This is an optimization exercise on Yosys and OpenROAD, whose aim is small area, a short achievable clock period and few clock cycles per item, not a production implementation. Function was checked by simulation only, so behaviour that the tests miss may differ from the original.

==> flow/design.v <==
package alu_pkg;
    typedef enum logic [4:0] {
        ALU_ADD   = 5'd0,
        ALU_ADDU  = 5'd1,
        ALU_SUB   = 5'd2,
        ALU_SUBU  = 5'd3,
        ALU_AND   = 5'd4,
        ALU_OR    = 5'd5,
        ALU_XOR   = 5'd6,
        ALU_NOR   = 5'd7,
        ALU_SLT   = 5'd8,
        ALU_SLTU  = 5'd9,
        ALU_SLL   = 5'd10,
        ALU_SRL   = 5'd11,
        ALU_SRA   = 5'd12,
        ALU_SLLV  = 5'd13,
        ALU_SRLV  = 5'd14,
        ALU_SRAV  = 5'd15,
        ALU_LUI   = 5'd16,
        ALU_MFHI  = 5'd17,
        ALU_MFLO  = 5'd18,
        ALU_MTHI  = 5'd19,
        ALU_MTLO  = 5'd20,
        ALU_MULT  = 5'd21,
        ALU_MULTU = 5'd22,
        ALU_DIV   = 5'd23,
        ALU_DIVU  = 5'd24
    } alu_op_t;
    typedef enum logic [2:0] {
        MD_IDLE = 3'd0,
        MD_MUL  = 3'd1,
        MD_DSET = 3'd2,
        MD_DIV  = 3'd3,
        MD_FIX  = 3'd4
    } md_state_t;
    function automatic logic is_md_op(alu_op_t op);
        is_md_op = (op == alu_pkg::ALU_MULT) || (op == alu_pkg::ALU_MULTU) ||
                   (op == alu_pkg::ALU_DIV)  || (op == alu_pkg::ALU_DIVU);
    endfunction
endpackage
module md_add #(
    parameter int W = 32
) (
    input  logic [W-1:0] a,
    input  logic [W-1:0] b,
    input  logic         cin,
    output logic [W-1:0] s,
    output logic         co
);
    localparam int N = W + 1;
    localparam int L = $clog2(N);
    logic [(L+1)*N-1:0] g, p;
    logic [N-1:0] x;
    assign x          = {a ^ b, 1'b0};
    assign g[N-1:0]   = {a & b, cin};
    assign p[N-1:0]   = x;
    for (genvar l = 0; l < L; l++) begin : g_lvl
        for (genvar i = 0; i < N; i++) begin : g_bit
            if (((i >> l) & 1) == 1) begin : g_op
                localparam int J = ((i >> l) << l) - 1;
                assign g[(l+1)*N+i] = g[l*N+i] | (p[l*N+i] & g[l*N+J]);
                assign p[(l+1)*N+i] = p[l*N+i] & p[l*N+J];
            end else begin : g_pass
                assign g[(l+1)*N+i] = g[l*N+i];
                assign p[(l+1)*N+i] = p[l*N+i];
            end
        end
    end
    assign s  = x[N-1:1] ^ g[L*N +: W];
    assign co = g[L*N+W];
endmodule
module md_btop (
    input  logic [32:0] m,
    output logic [4:0]  top
);
    logic [34:0] mx;
    assign mx = {m[32], m, 1'b0};
    always_comb begin
        top = 5'd0;
        for (int i = 0; i < 17; i++)
            if (!((mx[2*i+2] == mx[2*i+1]) && (mx[2*i+1] == mx[2*i]))) top = 5'(i);
    end
endmodule
module md_bpp (
    input  logic [32:0] a,
    input  logic [2:0]  dig,
    output logic [33:0] pp,
    output logic        neg
);
    logic d_one, d_two;
    assign neg   = dig[2] & ~(dig[1] & dig[0]);
    assign d_one = dig[1] ^ dig[0];
    assign d_two = (dig == 3'b011) || (dig == 3'b100);
    assign pp    = (d_two ? {a, 1'b0} : d_one ? {a[32], a} : 34'd0) ^ {34{neg}};
endmodule
module muldiv_iter #(
    parameter int WIDTH = 32
) (
    input  logic             clk,
    input  logic             rst,
    input  logic             valid,
    input  alu_pkg::alu_op_t op,
    input  logic [WIDTH-1:0] arg1,
    input  logic [WIDTH-1:0] arg2,
    output logic             ready,
    output logic [WIDTH-1:0] hi,
    output logic [WIDTH-1:0] lo
);
    alu_pkg::md_state_t state_q, state_d;
    logic [4:0]  cnt_q, cnt_d;      
    logic [4:0]  dp_q, dp_d;        
    logic [32:0] a_q, a_d;          
    logic [32:0] m_q, m_d;          
    logic        negq_q, negq_d;    
    logic        negr_q, negr_d;    
    logic [31:0] hi_q, hi_d;
    logic [31:0] lo_q, lo_d;
    logic idle;
    assign idle = (state_q == alu_pkg::MD_IDLE);
    logic op_mul, op_div, op_signed, b_zero;
    assign op_mul    = (op == alu_pkg::ALU_MULT) || (op == alu_pkg::ALU_MULTU);
    assign op_div    = (op == alu_pkg::ALU_DIV)  || (op == alu_pkg::ALU_DIVU);
    assign op_signed = (op == alu_pkg::ALU_MULT) || (op == alu_pkg::ALU_DIV);
    assign b_zero    = (arg2 == '0);
    logic sgn1, sgn2;
    assign sgn1 = op_signed & arg1[31];
    assign sgn2 = op_signed & arg2[31];
    logic [4:0] top1, top2;
    md_btop u_top1 (.m({sgn1, arg1}), .top(top1));
    md_btop u_top2 (.m({sgn2, arg2}), .top(top2));
    logic swap;
    assign swap = (top1 < top2);
    logic [33:0] pp1, pp0;
    logic        ng1, ng0;
    md_bpp u_pp1 (.a(a_q), .dig(dp_q[4:2]), .pp(pp1), .neg(ng1));
    md_bpp u_pp0 (.a(a_q), .dig(dp_q[2:0]), .pp(pp0), .neg(ng0));
    logic        mul, s1, s2, fr, fq;
    assign mul = (state_q == alu_pkg::MD_MUL);
    assign s1  = op_div & sgn1 & !b_zero;
    assign s2  = sgn2;
    assign fr  = negr_q;
    assign fq  = negq_q & (lo_q != '0);
    logic [63:0] cx, cy, cz, cs, cc, acc2;
    logic        acc_co;
    always_comb begin
        if (mul) begin
            cx = {hi_q[27:0], lo_q, 1'b0, ng1, 1'b0, ng0};
            cy = {{28{pp1[33]}}, pp1, 2'b00};
            cz = {{30{pp0[33]}}, pp0};
        end else if (idle) begin
            cx = {arg1 ^ {32{s1}}, arg2 ^ {32{s2}}};
            cy = '0;
            cz = {31'd0, s1, 31'd0, s2};
        end else begin
            cx = {hi_q ^ {32{fr}}, lo_q ^ {32{fq}}};
            cy = '0;
            cz = {31'd0, fr, 31'd0, fq};
        end
    end
    assign cs = cx ^ cy ^ cz;
    assign cc = {(cx[62:0] & cy[62:0]) | (cx[62:0] & cz[62:0]) | (cy[62:0] & cz[62:0]), 1'b0};
    md_add #(.W(64)) u_macc (.a(cs), .b(cc), .cin(1'b0), .s(acc2), .co(acc_co));
    logic [32:0] msel;
    logic [3:0]  psel;
    assign msel = swap ? {sgn1, arg1} : {sgn2, arg2};
    assign psel = swap ? top1[4:1] : top2[4:1];
    logic [36:0] mx_sel, mx;
    assign mx_sel = {msel[32], msel[32], msel[32], msel, 1'b0};
    assign mx     = {m_q[32], m_q[32], m_q[32], m_q, 1'b0};
    logic [3:0] cnt_m1;
    assign cnt_m1 = cnt_q[3:0] - 4'd1;
    logic [5:0] lz_r, lz_d;
    always_comb begin
        lz_r = 6'd32;
        for (int i = 0; i < 32; i++)
            if (hi_q[i]) lz_r = 6'(31 - i);
        lz_d = 6'd32;
        for (int i = 0; i < 32; i++)
            if (a_q[i]) lz_d = 6'(31 - i);
    end
    logic [5:0] shd;
    assign shd = lz_d - lz_r;
    logic [32:0] dsub1;
    logic [31:0] dsub2, rem1;
    logic        q1, q2;
    md_add #(.W(33)) u_dsub1 (.a({1'b0, hi_q}), .b(~a_q), .cin(1'b1), .s(dsub1), .co(q1));
    assign rem1 = q1 ? dsub1[31:0] : hi_q;
    md_add #(.W(32)) u_dsub2 (.a(rem1), .b(~a_q[32:1]), .cin(1'b1), .s(dsub2), .co(q2));
    logic [32:0] a_al;              
    assign a_al = {1'b0, a_q[31:0], 1'b0} << {shd[4:1], 1'b0};
    always_comb begin
        state_d = state_q;
        cnt_d   = cnt_q;
        dp_d    = dp_q;
        a_d     = a_q;
        m_d     = m_q;
        negq_d  = negq_q;
        negr_d  = negr_q;
        hi_d    = hi_q;
        lo_d    = lo_q;
        case (state_q)
            alu_pkg::MD_IDLE: begin
                if (valid && op_mul) begin
                    a_d     = swap ? {sgn2, arg2} : {sgn1, arg1};
                    m_d     = swap ? {sgn1, arg1} : {sgn2, arg2};
                    cnt_d   = {1'b0, psel};
                    dp_d    = mx_sel[4*psel +: 5];
                    hi_d    = '0;
                    lo_d    = '0;
                    state_d = alu_pkg::MD_MUL;
                end else if (valid && op_div) begin
                    a_d    = {1'b0, acc2[31:0]};
                    negq_d = sgn1 ^ sgn2;
                    negr_d = sgn1;
                    hi_d   = acc2[63:32];
                    if (b_zero) begin
                        lo_d = '1;
                    end else begin
                        lo_d    = '0;
                        state_d = alu_pkg::MD_DSET;
                    end
                end else if (valid && op == alu_pkg::ALU_MTHI) begin
                    hi_d = arg1;
                end else if (valid && op == alu_pkg::ALU_MTLO) begin
                    lo_d = arg1;
                end
            end
            alu_pkg::MD_MUL: begin
                hi_d  = acc2[63:32];
                lo_d  = acc2[31:0];
                cnt_d = cnt_q - 5'd1;
                dp_d  = mx[4*cnt_m1 +: 5];
                if (cnt_q == 5'd0) state_d = alu_pkg::MD_IDLE;
            end
            alu_pkg::MD_DSET: begin
                if (shd[5]) begin
                    state_d = negr_q ? alu_pkg::MD_FIX : alu_pkg::MD_IDLE;
                    negq_d  = 1'b0;
                end else begin
                    a_d     = a_al;
                    cnt_d   = {1'b0, shd[4:1]};
                    state_d = alu_pkg::MD_DIV;
                end
            end
            alu_pkg::MD_DIV: begin
                hi_d  = q2 ? dsub2 : rem1;
                lo_d  = {lo_q[29:0], q1, q2};
                a_d   = {2'b00, a_q[32:2]};
                cnt_d = cnt_q - 5'd1;
                if (cnt_q == 5'd0)
                    state_d = (negq_q || negr_q) ? alu_pkg::MD_FIX : alu_pkg::MD_IDLE;
            end
            alu_pkg::MD_FIX: begin
                hi_d    = acc2[63:32];
                lo_d    = acc2[31:0];
                state_d = alu_pkg::MD_IDLE;
            end
            default: state_d = alu_pkg::MD_IDLE;
        endcase
    end
    always_ff @(posedge clk or posedge rst) begin
        if (rst) begin
            state_q <= alu_pkg::MD_IDLE;
            hi_q    <= '0;
            lo_q    <= '0;
        end else begin
            state_q <= state_d;
            hi_q    <= hi_d;
            lo_q    <= lo_d;
        end
    end
    always_ff @(posedge clk) begin
        cnt_q  <= cnt_d;
        dp_q   <= dp_d;
        a_q    <= a_d;
        m_q    <= m_d;
        negq_q <= negq_d;
        negr_q <= negr_d;
    end
    assign ready = idle;
    assign hi    = hi_q;
    assign lo    = lo_q;
endmodule
module alu_mdu #(
    parameter int WIDTH = 32,
    localparam int SHAMT_W = $clog2(WIDTH)
) (
    input  logic               clk,
    input  logic               rst,
    input  alu_pkg::alu_op_t   ctrl,
    input  logic [WIDTH-1:0]   arg1,
    input  logic [WIDTH-1:0]   arg2,
    input  logic [SHAMT_W-1:0] shamt,
    input  logic               valid,
    output logic               ready,
    output logic [WIDTH-1:0]   result,
    output logic               zero,
    output logic               overflow,
    output logic [WIDTH-1:0]   hi,
    output logic [WIDTH-1:0]   lo
);
    logic [4:0] c;
    assign c = ctrl;
    logic [WIDTH-1:0] sum, dif;
    logic             co_s, co_d;
    md_add #(.W(WIDTH)) u_add (.a(arg1), .b(arg2),  .cin(1'b0), .s(sum), .co(co_s));
    md_add #(.W(WIDTH)) u_sub (.a(arg1), .b(~arg2), .cin(1'b1), .s(dif), .co(co_d));
    logic ovf_a, ovf_s, lt, ltu;
    assign ovf_a = (arg1[WIDTH-1] == arg2[WIDTH-1]) && (sum[WIDTH-1] != arg1[WIDTH-1]);
    assign ovf_s = (arg1[WIDTH-1] != arg2[WIDTH-1]) && (dif[WIDTH-1] != arg1[WIDTH-1]);
    assign lt  = dif[WIDTH-1] ^ ovf_s;
    assign ltu = !co_d;
    assign zero     = (arg1 == arg2);
    assign overflow = (c == alu_pkg::ALU_ADD) ? ovf_a : (c == alu_pkg::ALU_SUB) ? ovf_s : 1'b0;
    logic [WIDTH-1:0] lgc;
    assign lgc = c[1] ? (c[0] ? ~(arg1 | arg2) : (arg1 ^ arg2))
                      : (c[0] ? (arg1 | arg2) : (arg1 & arg2));
    logic sh_var, sh_left, sh_arith, sh_lui;
    assign sh_var   = (c == alu_pkg::ALU_SLLV) || (c == alu_pkg::ALU_SRLV) ||
                      (c == alu_pkg::ALU_SRAV);
    assign sh_lui   = (c == alu_pkg::ALU_LUI);
    assign sh_left  = (c == alu_pkg::ALU_SLL) || (c == alu_pkg::ALU_SLLV) || sh_lui;
    assign sh_arith = (c == alu_pkg::ALU_SRA) || (c == alu_pkg::ALU_SRAV);
    logic [SHAMT_W-1:0] sh_amt;
    assign sh_amt = sh_lui ? SHAMT_W'(WIDTH / 2) : sh_var ? arg1[SHAMT_W-1:0] : shamt;
    logic [WIDTH-1:0] sh_in, sh_out, sh_res;
    always_comb
        for (int i = 0; i < WIDTH; i++)
            sh_in[i] = sh_left ? arg2[WIDTH-1-i] : arg2[i];
    assign sh_out = WIDTH'($signed({sh_arith & arg2[WIDTH-1], sh_in}) >>> sh_amt);
    always_comb
        for (int i = 0; i < WIDTH; i++)
            sh_res[i] = sh_left ? sh_out[WIDTH-1-i] : sh_out[i];
    logic sel_sum, sel_lgc, sel_slt, sel_sh, sel_hl;
    assign sel_sum = (c[4:2] == 3'b000);
    assign sel_lgc = (c[4:2] == 3'b001);
    assign sel_slt = (c[4:1] == 4'b0100);
    assign sel_sh  = (c >= alu_pkg::ALU_SLL) && (c <= alu_pkg::ALU_LUI);
    assign sel_hl  = (c == alu_pkg::ALU_MFHI) || (c == alu_pkg::ALU_MFLO);
    logic [WIDTH-1:0] hl;
    assign hl = c[0] ? hi : lo;
    assign result = ({WIDTH{sel_sum & ~c[1]}} & sum) |
                    ({WIDTH{sel_sum & c[1]}} & dif) |
                    ({WIDTH{sel_lgc}} & lgc) |
                    ({WIDTH{sel_sh}}  & sh_res) |
                    ({WIDTH{sel_hl}}  & hl) |
                    {{(WIDTH-1){1'b0}}, sel_slt & (c[0] ? ltu : lt)};
    muldiv_iter #(
        .WIDTH(WIDTH)
    ) u_md (
        .clk  (clk),
        .rst  (rst),
        .valid(valid),
        .op   (ctrl),
        .arg1 (arg1),
        .arg2 (arg2),
        .ready(ready),
        .hi   (hi),
        .lo   (lo)
    );
endmodule
==> flow/flow/run.sh <==
#!/bin/bash
# The standard layout, except that the port buffers are plain
# sky130_fd_sc_hd__buf_2 cells instead of the delay cells buffer_ports picks
# by default. Every port still gets its buffer; nothing else changes.
set -euo pipefail
export BUFFER_PORTS_ARGS="-buffer_cell sky130_fd_sc_hd__buf_2"
bash standard.sh > standard.log 2>&1
==> flow/standard.sh <==
#!/bin/bash
# synth_recipe.tcl (not shown) runs the flow's synth.tcl, then flattens the netlist and writes it again
# the make line also repeats each setting of config.mk as NAME=value (left out here)
make -C /OpenROAD-flow-scripts/flow DESIGN_CONFIG=/design/flow/config.mk WORK_HOME=/design/flow/orfs CLKGATE_MAP_FILE= SYNTH_SCRIPT=/design/flow/synth_recipe.tcl "${@:-finish}"
==> flow/config.mk <==
export PLATFORM = sky130hd
export DESIGN_NAME = alu_mdu
export DESIGN_NICKNAME = alu_mdu
export VERILOG_FILES = /design/flow/design.v
export SDC_FILE = /design/flow/constraint.sdc
export NUM_CORES = 4
export LEC_CHECK = 0
export CAP_MARGIN = 20
export CORE_MARGIN = 2
export CORE_UTILIZATION = 40
export SETUP_SLACK_MARGIN = 0.4
export SLEW_MARGIN = 20
==> flow/constraint.sdc <==
create_clock -name core_clock -period 7.0 [get_ports {clk}]
set_input_delay 1.4000 -clock core_clock [delete_from_list [all_inputs] [get_ports {clk}]]
set_output_delay 1.4000 -clock core_clock [all_outputs]
set_load 0.01 [all_outputs]
==> insert_results.sql, run 1 <==
INSERT INTO impl_metrics (metric_group, metric, value, unit) VALUES
('synth', 'synth_cell_types', '89', ''),
('floorplanning', 'placeableCoreArea', '79260', 'um^2'),
('setup_path', 'worstSetupEndpointType', 'output port', ''),
('drt', 'routed_wirelength', '185300', 'um'),
('sta', 'grt_setup_unrepaired', 'true', ''),
('global_route', 'grt_antenna_before_repair', '19', ''),
('sta', 'setup-tns-final', '0', 'ns'),
('synth', 'netlist_area', '32080', 'um^2'),
('setup_path', 'timing.critical_path.buf_inv', '4', ''),
('setup_path', 'critical_path_fanout_max', '6', ''),
('clock_network', 'cts.reportedPaths.clkPinSlew', '0.07', 'ns'),
('cells_and_area', 'fillers', '8071', ''),
('setup_path', 'cp-start-kind', 'primary input', ''),
('drt', 'remaining_number_of_nets_flagged_by_the_antenna_check_after_routing', '0', ''),
('clock_network', 'clk-insertion-delay-late', '0.51', 'ns'),
('drt', 'dr.pass1.iters', '7', ''),
('clock_network', 'cts_tree', 'done', ''),
('floorplanning', 'initial_core_util', '0.4048', ''),
('setup_path', 'worstSetupPathType', 'primary input to output port', ''),
('cells_and_area', 'drive_gt1_frac', '0.2070', ''),
('global_route', 'first_pass_grt_wire_length', '255200', 'um'),
('placed_design', 'place.detailed.hpwl', '145900', 'um'),
('sta', 'setup_viol', '0', ''),
('setup_path', 'critical-path-max-stage-delay', '0.60', 'ns'),
('drt', 'drtIter0Drc', '6030', ''),
('global_route', 'groute.usage.overall', '0.4330', ''),
('flow_run', 'drv.max_cap_violation_count', '0', ''),
('cells_and_area', 'most-common-layout-cells', 'sky130_fd_sc_hd__nor2_1 (568), sky130_fd_sc_hd__buf_4 (530), sky130_fd_sc_hd__a21oi_1 (396)', ''),
('sta', 'drv_slew', '0', ''),
('placed_design', 'buffer_ports.inserted', '175', ''),
('placed_design', 'gpl.final_weighted_congestion', '1.075', ''),
('synth', 'netlist_instances', '4424', ''),
('sta', 'slew_at_the_pin_closest_to_its_max_slew_limit', '1.178', 'ns'),
('sta', 'final.min_clock_period', '6.650', 'ns'),
('placed_design', 'placement.setup.worst_slack', '-0.01995', 'ns'),
('setup_path', 'timing.critical_path.cells', 'buf_2 > inv_1 > ha_1 > o21ba_2 > nor2_4 > o311ai_4 > and4_4 > o31a_4 > o2111ai_4 > a31o_4 > a311oi_2 > buf_4 > fa_2 > o22ai_2 > nor2_1 > o221ai_1 > a211o_1 > buf_2', ''),
('cells_and_area', 'final_layout_net_count', '5210', ''),
('synth', 'ys_ff_latch', '145', ''),
('setup_path', 'timing.critical_path.mode_cell', 'sky130_fd_sc_hd__buf_2', ''),
('drt', 'drt_drc_violations_left', '0', ''),
('cells_and_area', 'layout_commonest_cell', 'sky130_fd_sc_hd__nor2_1', ''),
('floorplanning', 'die_boundary_width', '287.2', 'um'),
('drt', 'detailroute.via_count', '38270', ''),
('setup_path', 'critical_path.slowest_cell', 'sky130_fd_sc_hd__fa_2', ''),
('sta', 'maxSlewHeadroom', '0.2090', ''),
('synth', 'synth_nets', '4835', ''),
('synth', 'syn_area_per_cell', '7.252', 'um^2'),
('drt', 'route.detailed.wl_per_inst', '31.52', 'um'),
('drt', 'post_drt_via_cell_ratio', '6.509', ''),
('setup_path', 'cp_top_family', 'compound AO/OA/AOI/OAI gates', ''),
('clock_network', 'cts_buffer_depth', '2', ''),
('clock_network', 'clock-root-buffer', 'sky130_fd_sc_hd__clkbuf_16', ''),
('clock_network', 'cts_buffers', '17', ''),
('outcome', 'run_status', 'timing/DRC/antenna clean', ''),
('global_route', 'globalRoute.totalOverflow', '0', ''),
('floorplanning', 'placement_rows', '103', ''),
('global_route', 'grt_max_degree', '67', ''),
('floorplanning', 'io_pins', '176', ''),
('sta', 'final.setup.worst_slack', '0.3496', 'ns'),
('clock_network', 'ctsHtreeMaxLevel', '4', ''),
('clock_network', 'clk_sinks', '145', ''),
('sta', 'max_clock_freq', '0.1504', 'GHz'),
('setup_path', 'cp_data_required_time', '5.60', 'ns'),
('clock_network', 'postCtsHoldBufs', '0', ''),
('synth', 'synth_edf_count', '78', ''),
('worst_hold_path', 'hold_path_class', 'flip-flop to flip-flop', '');
[logic make-up after synthesis]
family,after synthesis,synth area share
xor gates and xnor gates,371,0.1013
AOI/OAI and AO/OA,1379,0.2735
DFF,145,0.1253
and+or+nand+nor,1251,0.1724
other,1,0.0001169
muxes,308,0.1018
buffers and inverters,635,0.07547
adders and majority gates,334,0.1502
[stage by stage]
step / util / area, um^2 / hold slack [ns] / cells
6_report: 0.4911 / 38920 / 0.6123 / 5879
2_1_floorplan: - / 32160 / 0.5794 / 4424
3_5_place_dp: 0.4676 / 37060 / 0.6065 / 5776
3_3_place_gp: 0.4676 / 37060 / 0.5949 / 5776
5_1_grt: 0.4906 / 38890 / 0.6511 / 5864
4_1_cts: 0.4794 / 38000 / 0.6191 / 5827
[timing repair]
item,CTS,global route
buffers inserted,18,32
endpoints found under the setup margin,22,47
pin swaps,22,81
gates resized for setup,47,128
gates cloned,1,3
[area by class of cell]
type | count | area, um^2 | area share
sequential | 145 | 4019 | 0.1032
clock buffer | 17 | 425.4 | 0.01093
multi-input combinational | 3646 | 26560 | 0.6823
antenna | 17 | 42.54 | 0.001093
tap | 1050 | 1314 | 0.03375
clock inverter | 15 | 131.4 | 0.003375
inverter | 254 | 975.9 | 0.02507
timing repair buffer | 735 | 5456 | 0.1402
[registers in the layout, summed over array words and instances (netlist names)]
name / flops
u_md.state_q: 3
u_md.a_q: 33
u_md.lo_q: 32
u_md.hi_q: 32
u_md.m_q: 33
u_md.cnt_q: 5
u_md.negq_q: 1
u_md.dp_q: 5
u_md.negr_q: 1
[worst reg2reg max path: cells and delay by family (launching register included)]
family,cells,cell delay (ns)
flip-flops,1,0.42
adder cells (fa/ha/maj),3,1.02
multiplexers,1,0.37
AO/OA/AOI/OAI,14,2.83
buffers and inverters,6,1.03
AND/OR/NAND/NOR,8,0.73
[layer usage]
metal	GRT usage	part of all wire	vias to the layer above	wire length [um]
li1	-	-	16580	-
met1	0.5816	0.40	18330	74010
met2	0.6133	0.40	2801	74500
met3	0.1524	0.14	542	26030
met4	0.2056	0.058	10	10700
met5	0	0.00052	-	97
[final timing paths]
check,start,slack (ns),to,cells past startpoint
max reg2reg,u_md.hi_q[9],0.46,u_md.hi_q[29],32
min in group asynchronous,rst,0.78,u_md.hi_q[7],2
max in group asynchronous,rst,5.03,u_md.lo_q[21],3
min,u_md.hi_q[0],0.61,u_md.hi_q[0],2
max,arg1[0],0.35,result[31],18
min reg2reg,u_md.hi_q[0],0.61,u_md.hi_q[0],2
[synth_stat cells, types with 60 or more instances]
| cell | count | area [um^2] |
|---|---|---|
| sky130_fd_sc_hd__a211oi_1 | 109 | 818.3 |
| sky130_fd_sc_hd__a21o_1 | 60 | 450.4 |
| sky130_fd_sc_hd__a21oi_1 | 419 | 2097 |
| sky130_fd_sc_hd__a31oi_1 | 106 | 663.1 |
| sky130_fd_sc_hd__clkbuf_1 | 307 | 1152 |
| sky130_fd_sc_hd__dfrtp_1 | 67 | 1677 |
| sky130_fd_sc_hd__edfxtp_1 | 78 | 2342 |
| sky130_fd_sc_hd__fa_1 | 85 | 1702 |
| sky130_fd_sc_hd__ha_1 | 249 | 3115 |
| sky130_fd_sc_hd__inv_1 | 248 | 930.9 |
| sky130_fd_sc_hd__mux2i_1 | 271 | 2713 |
| sky130_fd_sc_hd__nand2_1 | 319 | 1197 |
| sky130_fd_sc_hd__nor2_1 | 576 | 2162 |
| sky130_fd_sc_hd__nor3_1 | 62 | 310.3 |
| sky130_fd_sc_hd__o21ai_0 | 272 | 1361 |
| sky130_fd_sc_hd__xnor2_1 | 243 | 2128 |
| sky130_fd_sc_hd__xor2_1 | 128 | 1121 |
Testbench counts, summed over its fixed seeds: cycles 13,674, ops 2,400.
==> inputs of run 2 (changes only) <==
--- a/flow/design.v
+++ b/flow/design.v
@@ -45,7 +45,8 @@
     input  logic [W-1:0] b,
     input  logic         cin,
     output logic [W-1:0] s,
-    output logic         co
+    output logic         co,
+    output logic         cm             
 );
     localparam int N = W + 1;
     localparam int L = $clog2(N);
@@ -68,6 +69,7 @@
     end
     assign s  = x[N-1:1] ^ g[L*N +: W];
     assign co = g[L*N+W];
+    assign cm = g[L*N+W-1];
 endmodule
 module md_btop (
     input  logic [32:0] m,
@@ -159,7 +161,7 @@
     end
     assign cs = cx ^ cy ^ cz;
     assign cc = {(cx[62:0] & cy[62:0]) | (cx[62:0] & cz[62:0]) | (cy[62:0] & cz[62:0]), 1'b0};
-    md_add #(.W(64)) u_macc (.a(cs), .b(cc), .cin(1'b0), .s(acc2), .co(acc_co));
+    md_add #(.W(64)) u_macc (.a(cs), .b(cc), .cin(1'b0), .s(acc2), .co(acc_co), .cm());
     logic [32:0] msel;
     logic [3:0]  psel;
     assign msel = swap ? {sgn1, arg1} : {sgn2, arg2};
@@ -181,11 +183,26 @@
     logic [5:0] shd;
     assign shd = lz_d - lz_r;
     logic [32:0] dsub1;
-    logic [31:0] dsub2, rem1;
-    logic        q1, q2;
-    md_add #(.W(33)) u_dsub1 (.a({1'b0, hi_q}), .b(~a_q), .cin(1'b1), .s(dsub1), .co(q1));
-    assign rem1 = q1 ? dsub1[31:0] : hi_q;
-    md_add #(.W(32)) u_dsub2 (.a(rem1), .b(~a_q[32:1]), .cin(1'b1), .s(dsub2), .co(q2));
+    logic [31:0] dsub2a;
+    logic [33:0] t3x, t3y, t3z, t3s, t3c, dsub2b;
+    logic        q1, q2a, q2b, q2;
+    logic [31:0] rem2;
+    md_add #(.W(33)) u_dsub1 (.a({1'b0, hi_q}), .b(~a_q), .cin(1'b1), .s(dsub1),
+                              .co(q1), .cm());
+    md_add #(.W(32)) u_dsub2a (.a(hi_q), .b(~a_q[32:1]), .cin(1'b1), .s(dsub2a),
+                               .co(q2a), .cm());
+    assign t3x = {2'b00, hi_q};
+    assign t3y = ~{1'b0, a_q};
+    assign t3z = ~{2'b00, a_q[32:1]};
+    assign t3s = t3x ^ t3y ^ t3z;
+    assign t3c = (t3x & t3y) | (t3x & t3z) | (t3y & t3z);
+    logic        t3co;
+    md_add #(.W(34)) u_dsub2b (.a(t3s), .b({t3c[32:0], 1'b1}), .cin(1'b1), .s(dsub2b),
+                               .co(t3co), .cm());
+    assign q2b  = ~dsub2b[33];
+    assign q2   = q1 ? q2b : q2a;
+    assign rem2 = q1 ? (q2b ? dsub2b[31:0] : dsub1[31:0])
+                     : (q2a ? dsub2a : hi_q);
     logic [32:0] a_al;              
     assign a_al = {1'b0, a_q[31:0], 1'b0} << {shd[4:1], 1'b0};
     always_comb begin
@@ -243,7 +260,7 @@
                 end
             end
             alu_pkg::MD_DIV: begin
-                hi_d  = q2 ? dsub2 : rem1;
+                hi_d  = rem2;
                 lo_d  = {lo_q[29:0], q1, q2};
                 a_d   = {2'b00, a_q[32:2]};
                 cnt_d = cnt_q - 5'd1;
@@ -302,14 +319,14 @@
     logic [4:0] c;
     assign c = ctrl;
     logic [WIDTH-1:0] sum, dif;
-    logic             co_s, co_d;
-    md_add #(.W(WIDTH)) u_add (.a(arg1), .b(arg2),  .cin(1'b0), .s(sum), .co(co_s));
-    md_add #(.W(WIDTH)) u_sub (.a(arg1), .b(~arg2), .cin(1'b1), .s(dif), .co(co_d));
-    logic ovf_a, ovf_s, lt, ltu;
-    assign ovf_a = (arg1[WIDTH-1] == arg2[WIDTH-1]) && (sum[WIDTH-1] != arg1[WIDTH-1]);
-    assign ovf_s = (arg1[WIDTH-1] != arg2[WIDTH-1]) && (dif[WIDTH-1] != arg1[WIDTH-1]);
-    assign lt  = dif[WIDTH-1] ^ ovf_s;
-    assign ltu = !co_d;
+    logic             co_s, co_d, cm_s, cm_d;
+    md_add #(.W(WIDTH)) u_add (.a(arg1), .b(arg2),  .cin(1'b0), .s(sum), .co(co_s), .cm(cm_s));
+    md_add #(.W(WIDTH)) u_sub (.a(arg1), .b(~arg2), .cin(1'b1), .s(dif), .co(co_d), .cm(cm_d));
+    logic ovf_a, ovf_s, sdiff, ltu;
+    assign ovf_a = cm_s ^ co_s;
+    assign ovf_s = cm_d ^ co_d;
+    assign sdiff = arg1[WIDTH-1] ^ arg2[WIDTH-1];
+    assign ltu   = !co_d;
     assign zero     = (arg1 == arg2);
     assign overflow = (c == alu_pkg::ALU_ADD) ? ovf_a : (c == alu_pkg::ALU_SUB) ? ovf_s : 1'b0;
     logic [WIDTH-1:0] lgc;
@@ -344,7 +361,7 @@
                     ({WIDTH{sel_lgc}} & lgc) |
                     ({WIDTH{sel_sh}}  & sh_res) |
                     ({WIDTH{sel_hl}}  & hl) |
-                    {{(WIDTH-1){1'b0}}, sel_slt & (c[0] ? ltu : lt)};
+                    {{(WIDTH-1){1'b0}}, sel_slt & ((sdiff & ~c[0]) ? arg1[WIDTH-1] : ltu)};
     muldiv_iter #(
         .WIDTH(WIDTH)
     ) u_md (
==> run 2 against run 1 <==
Effect of this change: first-iteration DRC count rose by 0.15%; flip-flop and latch count did not move; cell count rose by 1.1%; register-to-register slack improved by 0.03 ns; fmax fell by 0.56%; clock skew rose by 0.00086 ns; cell area fell by 0.18%; hold slack improved by 0.030 ns; largest cell class unchanged.
==> insert_results.sql, run 2 <==
INSERT INTO impl_metrics (metric_group, metric, value, unit) VALUES
('synth', 'netlist_area', '33360', 'um^2'),
('global_route', 'grt_max_degree', '69', ''),
('placed_design', 'buffer_ports.inserted', '175', ''),
('sta', 'fin_hold_ws', '0.6428', 'ns'),
('placed_design', 'place.detailed.hpwl', '149300', 'um'),
('synth', 'seq_area_frac_synth', '0.1205', ''),
('cells_and_area', 'layout_commonest_cell', 'sky130_fd_sc_hd__nor2_1', ''),
('floorplanning', 'initial_core_util', '0.4049', ''),
('flow_run', 'drv.max_cap_violation_count', '0', ''),
('clock_network', 'clk-insertion-delay-late', '0.52', 'ns'),
('placed_design', 'gpl.final_weighted_congestion', '1.095', ''),
('cells_and_area', 'most-common-layout-cells', 'sky130_fd_sc_hd__nor2_1 (548), sky130_fd_sc_hd__a21oi_1 (480), sky130_fd_sc_hd__buf_4 (448)', ''),
('cells_and_area', 'utilization', '0.4717', ''),
('sta', 'final.min_clock_period', '6.688', 'ns'),
('clock_network', 'clock-root-buffer', 'sky130_fd_sc_hd__clkbuf_16', ''),
('global_route', 'grt_antenna_before_repair', '27', ''),
('worst_hold_path', 'hold_path_class', 'flip-flop to flip-flop', ''),
('sta', 'timing_hold_violations_final', '0', ''),
('synth', 'netlist_instances', '4560', ''),
('sta', 'final.setup.worst_slack', '0.3121', 'ns'),
('synth', 'synth_top_cells_by_area', 'sky130_fd_sc_hd__ha_1 (11%), sky130_fd_sc_hd__xnor2_1 (7.3%), sky130_fd_sc_hd__a21oi_1 (7.3%)', ''),
('global_route', 'grt_busiest_layer', 'met2', ''),
('setup_path', 'worstSetupEndpointType', 'output port', ''),
('sta', 'setup_viol', '0', ''),
('synth', 'synth_cell_types', '97', ''),
('global_route', 'via_count_of_the_first_global_routing_pass', '35640', ''),
('global_route', 'routing_usage_on_met3', '0.1464', ''),
('floorplanning', 'placeableCoreArea', '82370', 'um^2'),
('synth', 'async_flop_share', '0.4621', ''),
('synth', 'synth_nets', '5040', ''),
('setup_path', 'r2r_cells', '22', ''),
('floorplanning', 'placement_rows', '105', ''),
('setup_path', 'critical_path.reg2reg.startpoint', 'u_md.lo_q[6]', ''),
('cells_and_area', 'final_layout_net_count', '5331', ''),
('floorplanning', 'floorplan.die_area', '85710', 'um^2'),
('clock_network', 'cts_buffer_depth', '2', ''),
('drt', 'route.detailed.wl_per_inst', '31.79', 'um'),
('clock_network', 'cts_buffers', '17', ''),
('sta', 'fin_worst_skew', '0.01843', 'ns'),
('synth', 'syn_area_per_cell', '7.315', 'um^2'),
('cells_and_area', 'largestRegisters', 'u_md.a_q x33, u_md.m_q x33', ''),
('setup_path', 'cp-start-kind', 'primary input', ''),
('global_route', 'first_pass_grt_wire_length', '263700', 'um'),
('clock_network', 'ctsHtreeMaxLevel', '4', ''),
('floorplanning', 'io_pins', '176', ''),
('drt', 'drtIter0Drc', '6039', ''),
('setup_path', 'worstSetupPathType', 'primary input to output port', ''),
('outcome', 'run_status', 'timing/DRC/antenna clean', ''),
('drt', 'detailroute.via_count', '39400', ''),
('global_route', 'globalRoute.totalOverflow', '0', ''),
('setup_path', 'timing.critical_path.arrival', '5.29', 'ns'),
('sta', 'slew_at_the_pin_closest_to_its_max_slew_limit', '1.127', 'ns'),
('sta', 'grt_setup_unrepaired', 'true', ''),
('clock_network', 'cts_tree', 'done', ''),
('synth', 'netlist.top_cell.by_area', 'sky130_fd_sc_hd__ha_1', ''),
('setup_path', 'critPathCapture', 'result[0]', ''),
('global_route', 'grtUsageMet2', '0.5973', ''),
('cells_and_area', 'area.sequential', '4019', 'um^2'),
('setup_path', 'cp_data_required_time', '5.60', 'ns'),
('drt', 'drt_drc_violations_left', '0', ''),
('placed_design', 'placement.setup.worst_slack', '-0.009504', 'ns'),
('synth', 'synth_top_cell_area_share', '0.1062', ''),
('floorplanning', 'chipHeight', '292.8', 'um'),
('synth', 'yosysMostFrequentCell', 'sky130_fd_sc_hd__nor2_1', ''),
('setup_path', 'worstSetupStartpoint', 'arg2[21]', ''),
('clock_network', 'clk_sinks', '145', ''),
('sta', 'setup-tns-final', '0', 'ns'),
('synth', 'yosysWarnings', '3', ''),
('synth', 'synth-main-ff-cell', 'sky130_fd_sc_hd__edfxtp_1', ''),
('synth', 'synth_top_cells_by_count', 'sky130_fd_sc_hd__nor2_1 (553), sky130_fd_sc_hd__a21oi_1 (486), sky130_fd_sc_hd__nand2_1 (341)', ''),
('global_route', 'global_route.usage.met1', '0.5818', ''),
('synth', 'ys_ff_latch', '145', ''),
('cells_and_area', 'area_growth', '16.48', '%'),
('cells_and_area', 'drive_gt1_frac', '0.1663', ''),
('cells_and_area', 'multi_input_area', '27410', 'um^2'),
('sta', 'maxSlewHeadroom', '0.2446', ''),
('sta', 'max_clock_freq', '0.1495', 'GHz'),
('clock_network', 'postCtsHoldBufs', '0', ''),
('setup_path', 'critical_path_fanout_max', '7', ''),
('floorplanning', 'die_boundary_width', '292.8', 'um'),
('sta', 'finalCritPeriodShare', '0.9554', ''),
('cells_and_area', 'fillers', '8451', ''),
('sta', 'drv_slew', '0', ''),
('setup_path', 'crit-reg2reg-capture', 'u_md.hi_q[0]', ''),
('synth', 'synth_edf_count', '78', ''),
('setup_path', 'reg2reg_setup_slack', '0.49', 'ns'),
('drt', 'routed_wirelength', '188900', 'um'),
('global_route', 'groute.usage.overall', '0.4290', ''),
('drt', 'dr.pass1.iters', '10', ''),
('drt', 'post_drt_via_cell_ratio', '6.632', ''),
('drt', 'remaining_number_of_nets_flagged_by_the_antenna_check_after_routing', '0', ''),
('clock_network', 'cts.reportedPaths.clkPinSlew', '0.07', 'ns');
## run 2: cell types whose count changed in the layout (fill, tap and decap cells not counted), moves of 23 or more
cell and change:
sky130_fd_sc_hd__xnor2_1 +35, sky130_fd_sc_hd__mux2i_1 -91, sky130_fd_sc_hd__a21oi_1 +84, sky130_fd_sc_hd__fa_1 +39, sky130_fd_sc_hd__a221oi_1 +25, sky130_fd_sc_hd__nor3_1 +52, sky130_fd_sc_hd__buf_4 -82, sky130_fd_sc_hd__ha_1 +38
sky130_fd_sc_hd__nand2_1 +23
## run 2: repair_timing
action / CTS / global route
pin swaps: 4 / 21
gates resized for setup: 17 / 50
buffers inserted: 1 / 10
endpoints found under the setup margin: 10 / 29
## run 2: layout make-up
| cell class | count | area share |
|---|---|---|
| tap | 1070 | 0.03446 |
| inverter | 241 | 0.02364 |
| antenna | 7 | 0.0004509 |
| clock buffer | 18 | 0.01105 |
| clock inverter | 14 | 0.004605 |
| sequential | 145 | 0.1034 |
| multi-input combinational | 3809 | 0.7055 |
| timing repair buffer | 637 | 0.1168 |
## run 2: cell families after synthesis
group                    after synthesis  share of synthesized area
AO/OA/AOI/OAI                       1484                     0.2814
AND/OR/NAND/NOR                     1308                     0.1742
buffers and inverters                606                    0.07112
adder cells (fa/ha/maj)              403                     0.1782
XOR/XNOR                             398                     0.1047
multiplexers                         215                    0.06973
flip-flops                           145                     0.1205
other                                  1                  0.0001124
## run 2: how the worst min path moves through the flow
stage	start	to	slack, ns	cells past startpoint
4_1_cts	u_md.cnt_q[4]	u_md.cnt_q[4]	0.63	2
6_report	u_md.cnt_q[4]	u_md.cnt_q[4]	0.64	2
5_1_grt	u_md.hi_q[28]	u_md.hi_q[28]	0.69	2
2_1_floorplan	u_md.cnt_q[4]	u_md.state_q[1]	0.56	2
3_5_place_dp	u_md.cnt_q[4]	u_md.cnt_q[4]	0.61	2
3_3_place_gp	u_md.cnt_q[4]	u_md.cnt_q[4]	0.60	2
## run 2: stage by stage
| step | instances | area [um^2] |
|---|---|---|
| 6_report | 5941 | 38850 |
| 2_1_floorplan | 4560 | 33360 |
| 5_1_grt | 5934 | 38830 |
| 3_3_place_gp | 5889 | 37800 |
| 3_5_place_dp | 5890 | 37810 |
| 4_1_cts | 5923 | 38510 |
## run 2: layer usage
| metal | up-vias | routed length [um] |
|---|---|---|
| li1 | 17030 | - |
| met1 | 18950 | 75990 |
| met2 | 2804 | 74920 |
| met3 | 588 | 26240 |
| met4 | 30 | 11530 |
| met5 | - | 183 |
## run 2: critical path, cell delays in order
cell and delay (ns):
sky130_fd_sc_hd__buf_2 0.13, sky130_fd_sc_hd__inv_1 0.20, sky130_fd_sc_hd__ha_1 0.57, sky130_fd_sc_hd__o21ba_2 0.23
sky130_fd_sc_hd__o21bai_1 0.09, sky130_fd_sc_hd__or3_1 0.42, sky130_fd_sc_hd__a311oi_4 0.26, sky130_fd_sc_hd__o31ai_2 0.11
sky130_fd_sc_hd__a21oi_2 0.30, sky130_fd_sc_hd__o21bai_2 0.12, sky130_fd_sc_hd__fa_1 0.48, sky130_fd_sc_hd__mux2i_2 0.30
sky130_fd_sc_hd__a31oi_1 0.15, sky130_fd_sc_hd__nor3_1 0.15, sky130_fd_sc_hd__nor2_1 0.09, sky130_fd_sc_hd__o221ai_1 0.10
sky130_fd_sc_hd__buf_2 0.16
Testbench counts of run 2, summed over its fixed seeds: cycles 13,674, ops 2,400.

==> what the ideal ports hide <==
The flow's constraints put no driver on any port. The routed layouts listed below were extracted and timed again, unchanged, in two steps.
Step 1 (the two cells are an assumption about what drives the block):
set clk [get_ports {clk}]
set_driving_cell -lib_cell sky130_fd_sc_hd__clkbuf_16 $clk
set_driving_cell -lib_cell sky130_fd_sc_hd__buf_2 [delete_from_list [all_inputs] $clk]
Step 2, shift: input delay + t, output delay - t, t = (earliest + latest rising clock arrival at the registers) / 2. This alone moves slack from input paths to output paths.
a / b / c = ideal ports / drivers / drivers and shift; a / b = the first two.
| run | shift t [ns] | setup WS [ns] | worst setup path after step 2 | cell pins on the clock port's net |
|---|---|---|---|---|
| run 1 | 0.572 | 0.350 / 0.319 / -0.037 | input to register | 1 |
| run 2 | 0.578 | 0.312 / 0.288 / -0.101 | input to register | 1 |
Met with ideal ports but missed after step 2: setup timing in run 1 and run 2. For run 2, which loses most, drivers alone change the setup slack by -0.024 ns; drivers and shift together by -0.413 ns.
